What follows belongs to an exercise in optimizing a design on an open flow for small area; a production flow would make more cautious choices.
The RTL was checked by simulation tests, not by an equivalence proof against the original design.

==> inputs of run D <==
==> flow/design.v <==
package byte_pack_fifo_hs_pkg;
    typedef enum logic {
        ST_FILL  = 1'b0,
        ST_DRAIN = 1'b1
    } state_e;
    function automatic logic lane_kept(input logic [31:0] lane, input logic [31:0] nbytes);
        lane_kept = lane < nbytes;
    endfunction
endpackage
module byte_pack_fifo_hs_shifter #(
    parameter int W = 8
) (
    input  logic [W-1:0] a,
    input  logic [W-1:0] b,
    input  logic         s,
    input  logic         sn,
    output logic [W-1:0] y
);
    assign y = ~((a | {W{s}}) & (b | {W{sn}}));
endmodule
module byte_pack_fifo_hs #(
    parameter  int IN_BYTES   = 16,
    parameter  int OUT_BYTES  = 16,
    parameter  int FIFO_BYTES = 32,
    localparam int IN_W       = $clog2(IN_BYTES + 1),
    localparam int OUT_W      = $clog2(OUT_BYTES + 1),
    localparam int LVL_W      = $clog2(FIFO_BYTES + 1)
) (
    input  logic                clk,
    input  logic                rst_n,
    input  logic                sync_rst_i,
    input  logic                drain_i,
    input  logic                in_valid,
    output logic                in_ready,
    input  logic [IN_BYTES*8-1:0] in_data,
    input  logic [IN_W-1:0]     in_nbytes,
    input  logic [OUT_W-1:0]    out_req,
    output logic                out_valid,
    input  logic                out_ready,
    output logic [OUT_BYTES*8-1:0] out_data,
    output logic [OUT_W-1:0]    out_nbytes,
    output logic [LVL_W-1:0]    level_o,
    output logic                draining_o,
    output logic                err_len_o
);
    logic [5:0]   level_q, lvl_nxt;
    logic [4:0]   rd_q, wr;
    logic         drn_q, err_q;
    logic [7:0]   stor_q [32];
    logic         in_len_ok, req_ok, would_valid, in_rdy, out_vld, push, pop;
    logic [4:0]   out_n, out_nb, pop_n, push_n;
    assign in_len_ok = (in_nbytes != 5'd0) && (in_nbytes <= 5'd16);
    assign req_ok    = (out_req != 5'd0) && (out_req <= 5'd16);
    assign in_rdy    = !drn_q && (level_q <= 6'd16);
    assign would_valid = drn_q ? (level_q != 6'd0) : (level_q >= {1'b0, out_req});
    assign out_n     = (drn_q && (level_q < {1'b0, out_req})) ? level_q[4:0] : out_req;
    assign out_vld   = would_valid & req_ok;
    assign out_nb    = out_vld ? out_n : 5'd0;
    assign push      = in_valid & in_rdy & in_len_ok;
    assign pop       = out_vld & out_ready;
    assign pop_n     = pop ? out_n : 5'd0;
    assign push_n    = push ? in_nbytes : 5'd0;
    assign lvl_nxt   = level_q - {1'b0, pop_n} + {1'b0, push_n};
    assign wr        = rd_q + level_q[4:0];
    logic [127:0] ix0, ix1, ix2, ix3, ix4;
    assign ix0 = in_data;
    for (genvar i = 0; i < 16; i++) begin : g_irot
        byte_pack_fifo_hs_shifter #(.W(8)) u_s0 (.a(ix0[i*8 +: 8]), .b(ix0[((i + 15) % 16)*8 +: 8]),
            .s(wr[0]), .sn(~wr[0]), .y(ix1[i*8 +: 8]));
        byte_pack_fifo_hs_shifter #(.W(8)) u_s1 (.a(ix1[i*8 +: 8]), .b(ix1[((i + 14) % 16)*8 +: 8]),
            .s(wr[1]), .sn(~wr[1]), .y(ix2[i*8 +: 8]));
        byte_pack_fifo_hs_shifter #(.W(8)) u_s2 (.a(ix2[i*8 +: 8]), .b(ix2[((i + 12) % 16)*8 +: 8]),
            .s(wr[2]), .sn(~wr[2]), .y(ix3[i*8 +: 8]));
        byte_pack_fifo_hs_shifter #(.W(8)) u_s3 (.a(ix3[i*8 +: 8]), .b(ix3[((i + 8) % 16)*8 +: 8]),
            .s(wr[3]), .sn(~wr[3]), .y(ix4[i*8 +: 8]));
    end
    logic [15:0] th0, th1, th2, th3, th4;
    for (genvar d = 0; d < 16; d++) begin : g_th
        assign th0[d] = (5'(d) < push_n);
    end
    byte_pack_fifo_hs_shifter #(.W(16)) u_th0 (.a(th0), .b({th0[14:0], th0[15]}),
        .s(wr[0]), .sn(~wr[0]), .y(th1));
    byte_pack_fifo_hs_shifter #(.W(16)) u_th1 (.a(th1), .b({th1[13:0], th1[15:14]}),
        .s(wr[1]), .sn(~wr[1]), .y(th2));
    byte_pack_fifo_hs_shifter #(.W(16)) u_th2 (.a(th2), .b({th2[11:0], th2[15:12]}),
        .s(wr[2]), .sn(~wr[2]), .y(th3));
    byte_pack_fifo_hs_shifter #(.W(16)) u_th3 (.a(th3), .b({th3[7:0], th3[15:8]}),
        .s(wr[3]), .sn(~wr[3]), .y(th4));
    logic [31:0] we;
    for (genvar i = 0; i < 16; i++) begin : g_we
        logic lo;
        assign lo        = (4'(i) >= wr[3:0]) ^ wr[4];
        assign we[i]     = th4[i] & lo;
        assign we[i+16]  = th4[i] & ~lo;
    end
    always_ff @(posedge clk) begin
        for (int s = 0; s < 32; s++)
            if (we[s]) stor_q[s] <= ix4[(s%16)*8 +: 8];
    end
    logic [127:0] ox0, ox1, ox2, ox3, ox4;
    for (genvar i = 0; i < 16; i++) begin : g_bank
        logic cov;
        assign cov = (4'(i) >= rd_q[3:0]) ^ rd_q[4];
        byte_pack_fifo_hs_shifter #(.W(8)) u_sel (.a(stor_q[i]), .b(stor_q[i+16]),
            .s(~cov), .sn(cov), .y(ox0[i*8 +: 8]));
    end
    for (genvar k = 0; k < 16; k++) begin : g_orot
        byte_pack_fifo_hs_shifter #(.W(8)) u_s0 (.a(ox0[k*8 +: 8]), .b(ox0[((k + 1) % 16)*8 +: 8]),
            .s(rd_q[0]), .sn(~rd_q[0]), .y(ox1[k*8 +: 8]));
        byte_pack_fifo_hs_shifter #(.W(8)) u_s1 (.a(ox1[k*8 +: 8]), .b(ox1[((k + 2) % 16)*8 +: 8]),
            .s(rd_q[1]), .sn(~rd_q[1]), .y(ox2[k*8 +: 8]));
        byte_pack_fifo_hs_shifter #(.W(8)) u_s2 (.a(ox2[k*8 +: 8]), .b(ox2[((k + 4) % 16)*8 +: 8]),
            .s(rd_q[2]), .sn(~rd_q[2]), .y(ox3[k*8 +: 8]));
        byte_pack_fifo_hs_shifter #(.W(8)) u_s3 (.a(ox3[k*8 +: 8]), .b(ox3[((k + 8) % 16)*8 +: 8]),
            .s(rd_q[3]), .sn(~rd_q[3]), .y(ox4[k*8 +: 8]));
    end
    logic [15:0] keep;
    logic        short_beat;
    assign short_beat = drn_q & (level_q < {1'b0, out_req});
    for (genvar k = 0; k < 16; k++) begin : g_out
        assign keep[k] = out_vld & (short_beat ? (6'(k) < level_q) : (5'(k) < out_req));
        assign out_data[k*8 +: 8] = keep[k] ? ~ox4[k*8 +: 8] : 8'h00;
    end
    always_ff @(posedge clk or negedge rst_n) begin
        if (!rst_n) begin
            level_q <= '0;
            rd_q    <= '0;
            drn_q   <= 1'b0;
            err_q   <= 1'b0;
        end else if (sync_rst_i) begin
            level_q <= '0;
            rd_q    <= '0;
            drn_q   <= 1'b0;
            err_q   <= 1'b0;
        end else begin
            level_q <= lvl_nxt;
            rd_q    <= rd_q + pop_n;
            err_q   <= err_q | (in_valid & in_rdy & ~in_len_ok) | (would_valid & ~req_ok);
            if (!drn_q) drn_q <= drain_i && (lvl_nxt != 6'd0);
            else        drn_q <= (lvl_nxt != 6'd0);
        end
    end
    assign in_ready   = in_rdy;
    assign out_valid  = out_vld;
    assign out_nbytes = out_nb;
    assign level_o    = level_q;
    assign draining_o = drn_q;
    assign err_len_o  = err_q;
endmodule
==> flow/flow/run.sh <==
#!/bin/bash
# Own layout flow: the standard ORFS flow, with
#  - synthesis as standard, except that ABC maps with its area-only mapper (amap);
#    registers are mapped by Yosys before ABC runs, so they are the standard synthesis's;
#  - the port buffers made from the smallest buffer cell;
#  - clock tree synthesis without dummy loads.
set -euo pipefail
W=$(pwd)
# Copy of the ORFS scripts whose only change is the ABC area script.
rm -rf "$W/scripts_own"
cp -r "$FLOW_HOME/scripts" "$W/scripts_own"
cp "$W/flow/abc_area.script" "$W/scripts_own/abc_area.script"

bash standard.sh SCRIPTS_DIR="$W/scripts_own" synth > "$W/synth.log" 2>&1

bash standard.sh \
  BUFFER_PORTS_ARGS="-buffer_cell sky130_fd_sc_hd__buf_1" \
  CTS_ARGS="-sink_clustering_enable -repair_clock_nets -dont_use_dummy_load -buf_list {sky130_fd_sc_hd__clkbuf_4 sky130_fd_sc_hd__clkbuf_8}" \
  finish > "$W/layout.log" 2>&1
==> flow/flow/abc_area.script <==
strash
dch
amap
topo
==> flow/standard.sh <==
#!/bin/bash
# synth_recipe.tcl (not shown) runs the flow's synth.tcl, then flattens the netlist and writes it again
# the make line also repeats each setting of config.mk as NAME=value (left out here)
make -C /OpenROAD-flow-scripts/flow DESIGN_CONFIG=/design/flow/config.mk WORK_HOME=/design/flow/orfs CLKGATE_MAP_FILE= SYNTH_SCRIPT=/design/flow/synth_recipe.tcl "${@:-finish}"
==> flow/config.mk <==
export PLATFORM = sky130hd
export DESIGN_NAME = byte_pack_fifo_hs
export DESIGN_NICKNAME = byte_pack_fifo_hs
export VERILOG_FILES = /design/flow/design.v
export SDC_FILE = /design/flow/constraint.sdc
export NUM_CORES = 4
export LEC_CHECK = 0
export ABC_AREA = 1
export CAP_MARGIN = 10
export CORE_MARGIN = 2
export CORE_UTILIZATION = 60
export GPL_TIMING_DRIVEN = 0
export SETUP_SLACK_MARGIN = 0.6
export SLEW_MARGIN = 10
export SYNTH_HIERARCHICAL = 1
export SYNTH_MINIMUM_KEEP_SIZE = 0
==> flow/constraint.sdc <==
create_clock -name core_clock -period 10.0 [get_ports {clk}]
set_input_delay 2.0000 -clock core_clock [delete_from_list [all_inputs] [get_ports {clk}]]
set_output_delay 2.0000 -clock core_clock [all_outputs]
set_load 0.01 [all_outputs]
==> run A (differences from run D) <==
--- a/flow/design.v
+++ b/flow/design.v
@@ -76,14 +76,14 @@
     end
-    logic [15:0] th0, th1, th2, th3, th4;
+    logic [15:0] thn0, th1, thn2, th3, thn4;
     for (genvar d = 0; d < 16; d++) begin : g_th
-        assign th0[d] = (5'(d) < push_n);
+        assign thn0[d] = (5'(d) >= push_n);
     end
-    byte_pack_fifo_hs_shifter #(.W(16)) u_th0 (.a(th0), .b({th0[14:0], th0[15]}),
+    byte_pack_fifo_hs_shifter #(.W(16)) u_th0 (.a(thn0), .b({thn0[14:0], thn0[15]}),
         .s(wr[0]), .sn(~wr[0]), .y(th1));
     byte_pack_fifo_hs_shifter #(.W(16)) u_th1 (.a(th1), .b({th1[13:0], th1[15:14]}),
-        .s(wr[1]), .sn(~wr[1]), .y(th2));
-    byte_pack_fifo_hs_shifter #(.W(16)) u_th2 (.a(th2), .b({th2[11:0], th2[15:12]}),
+        .s(wr[1]), .sn(~wr[1]), .y(thn2));
+    byte_pack_fifo_hs_shifter #(.W(16)) u_th2 (.a(thn2), .b({thn2[11:0], thn2[15:12]}),
         .s(wr[2]), .sn(~wr[2]), .y(th3));
     byte_pack_fifo_hs_shifter #(.W(16)) u_th3 (.a(th3), .b({th3[7:0], th3[15:8]}),
-        .s(wr[3]), .sn(~wr[3]), .y(th4));
+        .s(wr[3]), .sn(~wr[3]), .y(thn4));
     logic [31:0] we;
@@ -92,4 +92,4 @@
         assign lo        = (4'(i) >= wr[3:0]) ^ wr[4];
-        assign we[i]     = th4[i] & lo;
-        assign we[i+16]  = th4[i] & ~lo;
+        assign we[i]     = ~(thn4[i] | ~lo);
+        assign we[i+16]  = ~(thn4[i] | lo);
     end
@@ -116,8 +116,4 @@
     end
-    logic [15:0] keep;
-    logic        short_beat;
-    assign short_beat = drn_q & (level_q < {1'b0, out_req});
     for (genvar k = 0; k < 16; k++) begin : g_out
-        assign keep[k] = out_vld & (short_beat ? (6'(k) < level_q) : (5'(k) < out_req));
-        assign out_data[k*8 +: 8] = keep[k] ? ~ox4[k*8 +: 8] : 8'h00;
+        assign out_data[k*8 +: 8] = (5'(k) < out_nb) ? ~ox4[k*8 +: 8] : 8'h00;
     end
--- a/flow/flow/run.sh
+++ b/flow/flow/run.sh
@@ -5,3 +5,4 @@
 #  - the port buffers made from the smallest buffer cell;
-#  - clock tree synthesis without dummy loads.
+#  - clock tree synthesis without dummy loads, from small clock buffers;
+#  - non-critical gates downsized after global routing (RECOVER_POWER).
 set -euo pipefail
@@ -17,3 +18,4 @@
   BUFFER_PORTS_ARGS="-buffer_cell sky130_fd_sc_hd__buf_1" \
-  CTS_ARGS="-sink_clustering_enable -repair_clock_nets -dont_use_dummy_load -buf_list {sky130_fd_sc_hd__clkbuf_4 sky130_fd_sc_hd__clkbuf_8}" \
+  RECOVER_POWER=100 \
+  CTS_ARGS="-sink_clustering_enable -repair_clock_nets -dont_use_dummy_load -buf_list {sky130_fd_sc_hd__clkbuf_4 sky130_fd_sc_hd__clkbuf_8} -sink_clustering_size 16 -sink_clustering_max_diameter 50" \
   finish > "$W/layout.log" 2>&1
- CAP_MARGIN: 10 -> 0
- CORE_UTILIZATION: 60 -> 70
- SETUP_SLACK_MARGIN: 0.6 -> 0.3
- SLEW_MARGIN: 10 -> 0
==> run G (differences from run D) <==
--- a/flow/design.v
+++ b/flow/design.v
@@ -76,14 +76,14 @@
     end
-    logic [15:0] th0, th1, th2, th3, th4;
+    logic [15:0] thn0, th1, thn2, th3, thn4;
     for (genvar d = 0; d < 16; d++) begin : g_th
-        assign th0[d] = (5'(d) < push_n);
+        assign thn0[d] = (5'(d) >= push_n);
     end
-    byte_pack_fifo_hs_shifter #(.W(16)) u_th0 (.a(th0), .b({th0[14:0], th0[15]}),
+    byte_pack_fifo_hs_shifter #(.W(16)) u_th0 (.a(thn0), .b({thn0[14:0], thn0[15]}),
         .s(wr[0]), .sn(~wr[0]), .y(th1));
     byte_pack_fifo_hs_shifter #(.W(16)) u_th1 (.a(th1), .b({th1[13:0], th1[15:14]}),
-        .s(wr[1]), .sn(~wr[1]), .y(th2));
-    byte_pack_fifo_hs_shifter #(.W(16)) u_th2 (.a(th2), .b({th2[11:0], th2[15:12]}),
+        .s(wr[1]), .sn(~wr[1]), .y(thn2));
+    byte_pack_fifo_hs_shifter #(.W(16)) u_th2 (.a(thn2), .b({thn2[11:0], thn2[15:12]}),
         .s(wr[2]), .sn(~wr[2]), .y(th3));
     byte_pack_fifo_hs_shifter #(.W(16)) u_th3 (.a(th3), .b({th3[7:0], th3[15:8]}),
-        .s(wr[3]), .sn(~wr[3]), .y(th4));
+        .s(wr[3]), .sn(~wr[3]), .y(thn4));
     logic [31:0] we;
@@ -92,4 +92,4 @@
         assign lo        = (4'(i) >= wr[3:0]) ^ wr[4];
-        assign we[i]     = th4[i] & lo;
-        assign we[i+16]  = th4[i] & ~lo;
+        assign we[i]     = ~(thn4[i] | ~lo);
+        assign we[i+16]  = ~(thn4[i] | lo);
     end
@@ -116,8 +116,4 @@
     end
-    logic [15:0] keep;
-    logic        short_beat;
-    assign short_beat = drn_q & (level_q < {1'b0, out_req});
     for (genvar k = 0; k < 16; k++) begin : g_out
-        assign keep[k] = out_vld & (short_beat ? (6'(k) < level_q) : (5'(k) < out_req));
-        assign out_data[k*8 +: 8] = keep[k] ? ~ox4[k*8 +: 8] : 8'h00;
+        assign out_data[k*8 +: 8] = (5'(k) < out_nb) ? ~ox4[k*8 +: 8] : 8'h00;
     end
--- a/flow/flow/run.sh
+++ b/flow/flow/run.sh
@@ -17,3 +17,3 @@
   BUFFER_PORTS_ARGS="-buffer_cell sky130_fd_sc_hd__buf_1" \
-  CTS_ARGS="-sink_clustering_enable -repair_clock_nets -dont_use_dummy_load -buf_list {sky130_fd_sc_hd__clkbuf_4 sky130_fd_sc_hd__clkbuf_8}" \
+  CTS_ARGS="-sink_clustering_enable -repair_clock_nets -dont_use_dummy_load -buf_list {sky130_fd_sc_hd__clkbuf_4 sky130_fd_sc_hd__clkbuf_8} -sink_clustering_size 16 -sink_clustering_max_diameter 50" \
   finish > "$W/layout.log" 2>&1
- CORE_UTILIZATION: 60 -> 70
==> run Z (differences from run D) <==
--- a/flow/design.v
+++ b/flow/design.v
@@ -76,14 +76,14 @@
     end
-    logic [15:0] th0, th1, th2, th3, th4;
+    logic [15:0] thn0, th1, thn2, th3, thn4;
     for (genvar d = 0; d < 16; d++) begin : g_th
-        assign th0[d] = (5'(d) < push_n);
+        assign thn0[d] = (5'(d) >= push_n);
     end
-    byte_pack_fifo_hs_shifter #(.W(16)) u_th0 (.a(th0), .b({th0[14:0], th0[15]}),
+    byte_pack_fifo_hs_shifter #(.W(16)) u_th0 (.a(thn0), .b({thn0[14:0], thn0[15]}),
         .s(wr[0]), .sn(~wr[0]), .y(th1));
     byte_pack_fifo_hs_shifter #(.W(16)) u_th1 (.a(th1), .b({th1[13:0], th1[15:14]}),
-        .s(wr[1]), .sn(~wr[1]), .y(th2));
-    byte_pack_fifo_hs_shifter #(.W(16)) u_th2 (.a(th2), .b({th2[11:0], th2[15:12]}),
+        .s(wr[1]), .sn(~wr[1]), .y(thn2));
+    byte_pack_fifo_hs_shifter #(.W(16)) u_th2 (.a(thn2), .b({thn2[11:0], thn2[15:12]}),
         .s(wr[2]), .sn(~wr[2]), .y(th3));
     byte_pack_fifo_hs_shifter #(.W(16)) u_th3 (.a(th3), .b({th3[7:0], th3[15:8]}),
-        .s(wr[3]), .sn(~wr[3]), .y(th4));
+        .s(wr[3]), .sn(~wr[3]), .y(thn4));
     logic [31:0] we;
@@ -92,4 +92,4 @@
         assign lo        = (4'(i) >= wr[3:0]) ^ wr[4];
-        assign we[i]     = th4[i] & lo;
-        assign we[i+16]  = th4[i] & ~lo;
+        assign we[i]     = ~(thn4[i] | ~lo);
+        assign we[i+16]  = ~(thn4[i] | lo);
     end
@@ -116,8 +116,4 @@
     end
-    logic [15:0] keep;
-    logic        short_beat;
-    assign short_beat = drn_q & (level_q < {1'b0, out_req});
     for (genvar k = 0; k < 16; k++) begin : g_out
-        assign keep[k] = out_vld & (short_beat ? (6'(k) < level_q) : (5'(k) < out_req));
-        assign out_data[k*8 +: 8] = keep[k] ? ~ox4[k*8 +: 8] : 8'h00;
+        assign out_data[k*8 +: 8] = (5'(k) < out_nb) ? ~ox4[k*8 +: 8] : 8'h00;
     end
--- a/flow/flow/run.sh
+++ b/flow/flow/run.sh
@@ -17,3 +17,3 @@
   BUFFER_PORTS_ARGS="-buffer_cell sky130_fd_sc_hd__buf_1" \
-  CTS_ARGS="-sink_clustering_enable -repair_clock_nets -dont_use_dummy_load -buf_list {sky130_fd_sc_hd__clkbuf_4 sky130_fd_sc_hd__clkbuf_8}" \
+  CTS_ARGS="-sink_clustering_enable -repair_clock_nets -dont_use_dummy_load -buf_list {sky130_fd_sc_hd__clkbuf_4} -sink_clustering_size 10 -sink_clustering_max_diameter 40" \
   finish > "$W/layout.log" 2>&1
- CORE_UTILIZATION: 60 -> 70
==> results by group <==
Run status
  • Outcome: finished with violations
  • Violated checks: max-capacitance violations, max-slew violations

Place
  • Dpl ws: 331.7 ps
  • Routability congestion estimate: 0.9887

Finish
  • Area growth syn-to-layout: 12.04%
  • Final #Nets: 2442
  • Fin area: 20090 um2

STA
  • Crit share post-route: 0.9391
  • Worst slew pin tran: 3800 ps
  • Max Slew Vio Count: 195

Flow run
  • Max Cap Violations: 2

Critical path
  • Origin of the critical flop-to-flop path: rd_q[0]$_DFF_PN0_
[end of results for run A]
==> results by group <==
Run status
  • Outcome: timing/DRC/antenna clean

Finish
  • Final #Nets: 2514
  • Area growth syn-to-layout: 14.36%

Place
  • Dpl ws: 1234 ps

STA
  • Max Slew Vio Count: 0
  • Worst slew pin tran: 1357 ps

Flow run
  • Max Cap Violations: 0
[end of results for run D]
==> results by group <==
Run status
  • Outcome: timing/DRC/antenna clean

Finish
  • Area growth syn-to-layout: 12.83%

Critical path
  • Origin of the critical flop-to-flop path: rd_q[0]$_DFF_PN0_

Place
  • Routability congestion estimate: 1.007

STA
  • Max Slew Vio Count: 0
[end of results for run G]
==> results by group <==
Place
  • Dpl ws: 241.7 ps

STA
  • Max Slew Vio Count: 0
  • Worst slew pin tran: 1315 ps

Finish
  • Final #Nets: 2460
  • Fin area: 20220 um2

Flow run
  • Max Cap Violations: 0

Run status
  • Outcome: timing/DRC/antenna clean
[end of results for run Z]

==> static timing again, ports no longer ideal <==
In the flow no input, the clock included, has a driving cell. The finished layouts below were timed again as built, in two steps.
Step 1 sets driving cells, clkbuf_16 on the clock port and buf_2 on the other inputs (assumed; they add their load-dependent delay and slew).
Step 2 moves the port delays by t, midway between the first and last clock arrival at a register: inputs arrive t later, outputs are due t later. That takes back most of the time a late clock gives input paths.
Slacks: ideal ports / drivers / drivers and shift; pairs: ideal ports / drivers.
run | t, ns | setup WS [ns] | cell pins on the clock port's net
run D | 0.559 | 0.892 / 0.839 / 1.399 | 1
run A | 0.581 | 0.609 / 0.562 / 0.600 | 1
run G | 0.583 | 0.649 / 0.603 / 0.747 | 1
run Z | 0.674 | 0.532 / 0.477 / 0.707 | 1
The setup slack of run A, which loses most, moves by -0.047 ns with the drivers and by -0.009 ns with both steps.
